This is an optimization exercise on Yosys and OpenROAD, whose aim is small area, not a production implementation.
Only simulation tests tie the RTL to the original design; equivalence was not proved.

// register_file
module register_file #(
  parameter int WIDTH   = 64,
  parameter int NREGS   = 32,
  parameter int SP_INIT = 524288
) (
  input  logic                    clk,
  input  logic                    reset,
  input  logic                    wr_en,
  input  logic [4:0]              wr_addr,
  input  logic signed [WIDTH-1:0] wr_data,
  input  logic                    rd_req,
  input  logic [4:0]              rd_addr,
  input  logic [4:0]              rs_addr,
  input  logic [4:0]              rt_addr,
  output logic signed [WIDTH-1:0] rd_data,
  output logic signed [WIDTH-1:0] rs_data,
  output logic signed [WIDTH-1:0] rt_data,
  output logic                    rd_valid,
  output logic signed [WIDTH-1:0] sp_out
);
  localparam int NPORTS = 3;
  localparam int SP_IDX = NREGS - 1;
  localparam logic [WIDTH-1:0] SP_RST = WIDTH'(SP_INIT);
  logic [WIDTH-1:0] regs [NREGS];
  logic [NREGS-1:0] valid;
  logic [NREGS-1:0] wsel;
  for (genvar i = 0; i < NREGS; i++) begin : g_row
    assign wsel[i] = wr_en && wr_addr == 5'(i);
    always_ff @(posedge clk)
      if (wsel[i]) regs[i] <= wr_data;
  end
  always_ff @(posedge clk) begin
    if (reset) valid <= '0;
    else       valid <= valid | wsel;
  end
  always_ff @(posedge clk) begin
    if (reset) rd_valid <= 1'b0;
    else       rd_valid <= rd_req;
  end
  logic [NPORTS-1:0][4:0]       raddr;
  logic [NPORTS-1:0][WIDTH-1:0] rdata;
  assign raddr = {rt_addr, rs_addr, rd_addr};
  for (genvar p = 0; p < NPORTS; p++) begin : g_port
    logic             load, byp, hold, rst_hit;
    logic [NREGS-1:0] hit;
    logic [WIDTH-1:0] nxt;
    assign load    = rd_req && !reset;
    assign hold    = !rd_req && !reset;
    assign byp     = load && wr_en && wr_addr == raddr[p];
    assign rst_hit = load && !byp && raddr[p] == 5'(SP_IDX) && !valid[SP_IDX];
    always_comb
      for (int i = 0; i < NREGS; i++)
        hit[i] = load && !byp && raddr[p] == 5'(i) && valid[i];
    for (genvar b = 0; b < WIDTH; b++) begin : g_bit
      logic [NREGS-1:0] col;
      for (genvar i = 0; i < NREGS; i++) begin : g_col
        assign col[i] = regs[i][b];
      end
      if (SP_RST[b]) begin : g_rst
        rf_sel #(.N(NREGS + 3)) u_sel (
  ...
Size in the first run: about 2300 flip-flops, roughly 350 I/O pins.
clock: 5.0 ns
lec_check: 0
cap_margin: 0
cell_pad_in_sites_detail_placement: 1
cell_pad_in_sites_global_placement: 2
core_margin: 2
core_utilization: 30
place_density: 0.4
slew_margin: 0
synth_hierarchical: 1
synth_minimum_keep_size: 0
standard.sh (not shown) runs the stock make flow with config.mk's settings and CLKGATE_MAP_FILE= SYNTH_SCRIPT=/design/flow/synth_recipe.tcl, a recipe that flattens the netlist after the stock synthesis.
==> flow/flow/run.sh <==
#!/bin/bash
# The standard layout (standard.sh, all steps), with three changes to how it
# is built:
#  - ports are buffered with the smallest buffer (buf_1) instead of the
#    resizer's default pick;
#  - clock tree synthesis uses clkbuf_8 leaf buffers for clusters of up to
#    12 sinks within 60 um, and inserts no dummy loads;
#  - after global routing, gates off the critical paths are downsized
#    (ORFS's RECOVER_POWER step over all paths).
# make's own output goes to standard.log; each ORFS step logs under orfs/logs.
set -euo pipefail
export BUFFER_PORTS_ARGS="-buffer_cell sky130_fd_sc_hd__buf_1"
export CTS_ARGS="-sink_clustering_enable -repair_clock_nets -dont_use_dummy_load -buf_list sky130_fd_sc_hd__clkbuf_8 -sink_clustering_size 12 -sink_clustering_max_diameter 60"
export RECOVER_POWER=100
bash standard.sh > standard.log 2>&1
The first run completed, yet does not pass: capacitance limit, slew limit.
Then changed:
==> flow/flow/run.sh (replaced) <==
#!/bin/bash
# The standard layout (standard.sh, all steps), with two changes to how it is
# built:
#  - ports are buffered with the smallest buffer (buf_1) instead of the
#    resizer's default pick;
#  - clock tree synthesis uses clkbuf_8 leaf buffers for clusters of up to 12
#    sinks within 60 um, and inserts no dummy loads.
# make's own output goes to standard.log; each ORFS step logs under orfs/logs.
set -euo pipefail
export BUFFER_PORTS_ARGS="-buffer_cell sky130_fd_sc_hd__buf_1"
export CTS_ARGS="-sink_clustering_enable -repair_clock_nets -dont_use_dummy_load -buf_list sky130_fd_sc_hd__clkbuf_8 -sink_clustering_size 12 -sink_clustering_max_diameter 60"
bash standard.sh > standard.log 2>&1
The new run ran to the end with no violations.
Final cell count barely changes.
Register-to-register slack improved by 260 ps.
Design area increases by about 1.2%.
Wire length barely changes.

[static timing again, ports no longer ideal]
How much do the figures lean on ideal ports? The routed layouts below were timed once more, with nothing changed but the port constraints. Step 1 assumes that a clkbuf_16 drives the clock port and a buf_2 every other input. Step 2 also shifts input and output timing later by t, the mid clock arrival at the registers, as if the neighbouring blocks saw the same clock. a / b / c = ideal / step 1 / step 2; a / b = the first two.
run	t, ns	setup slack, ns	latest minus earliest clock arrival (ns)	slew at the worst register clock pin (ns)
the first run	1.151	0.409 / 0.471 / -0.679	0.121 / 0.121	0.10 / 0.10
the second run	1.147	0.855 / 0.941 / -0.206	0.127 / 0.127	0.10 / 0.10
The setup slack of the first run, which loses most, moves by +0.062 ns with the drivers and by -1.088 ns with both steps.
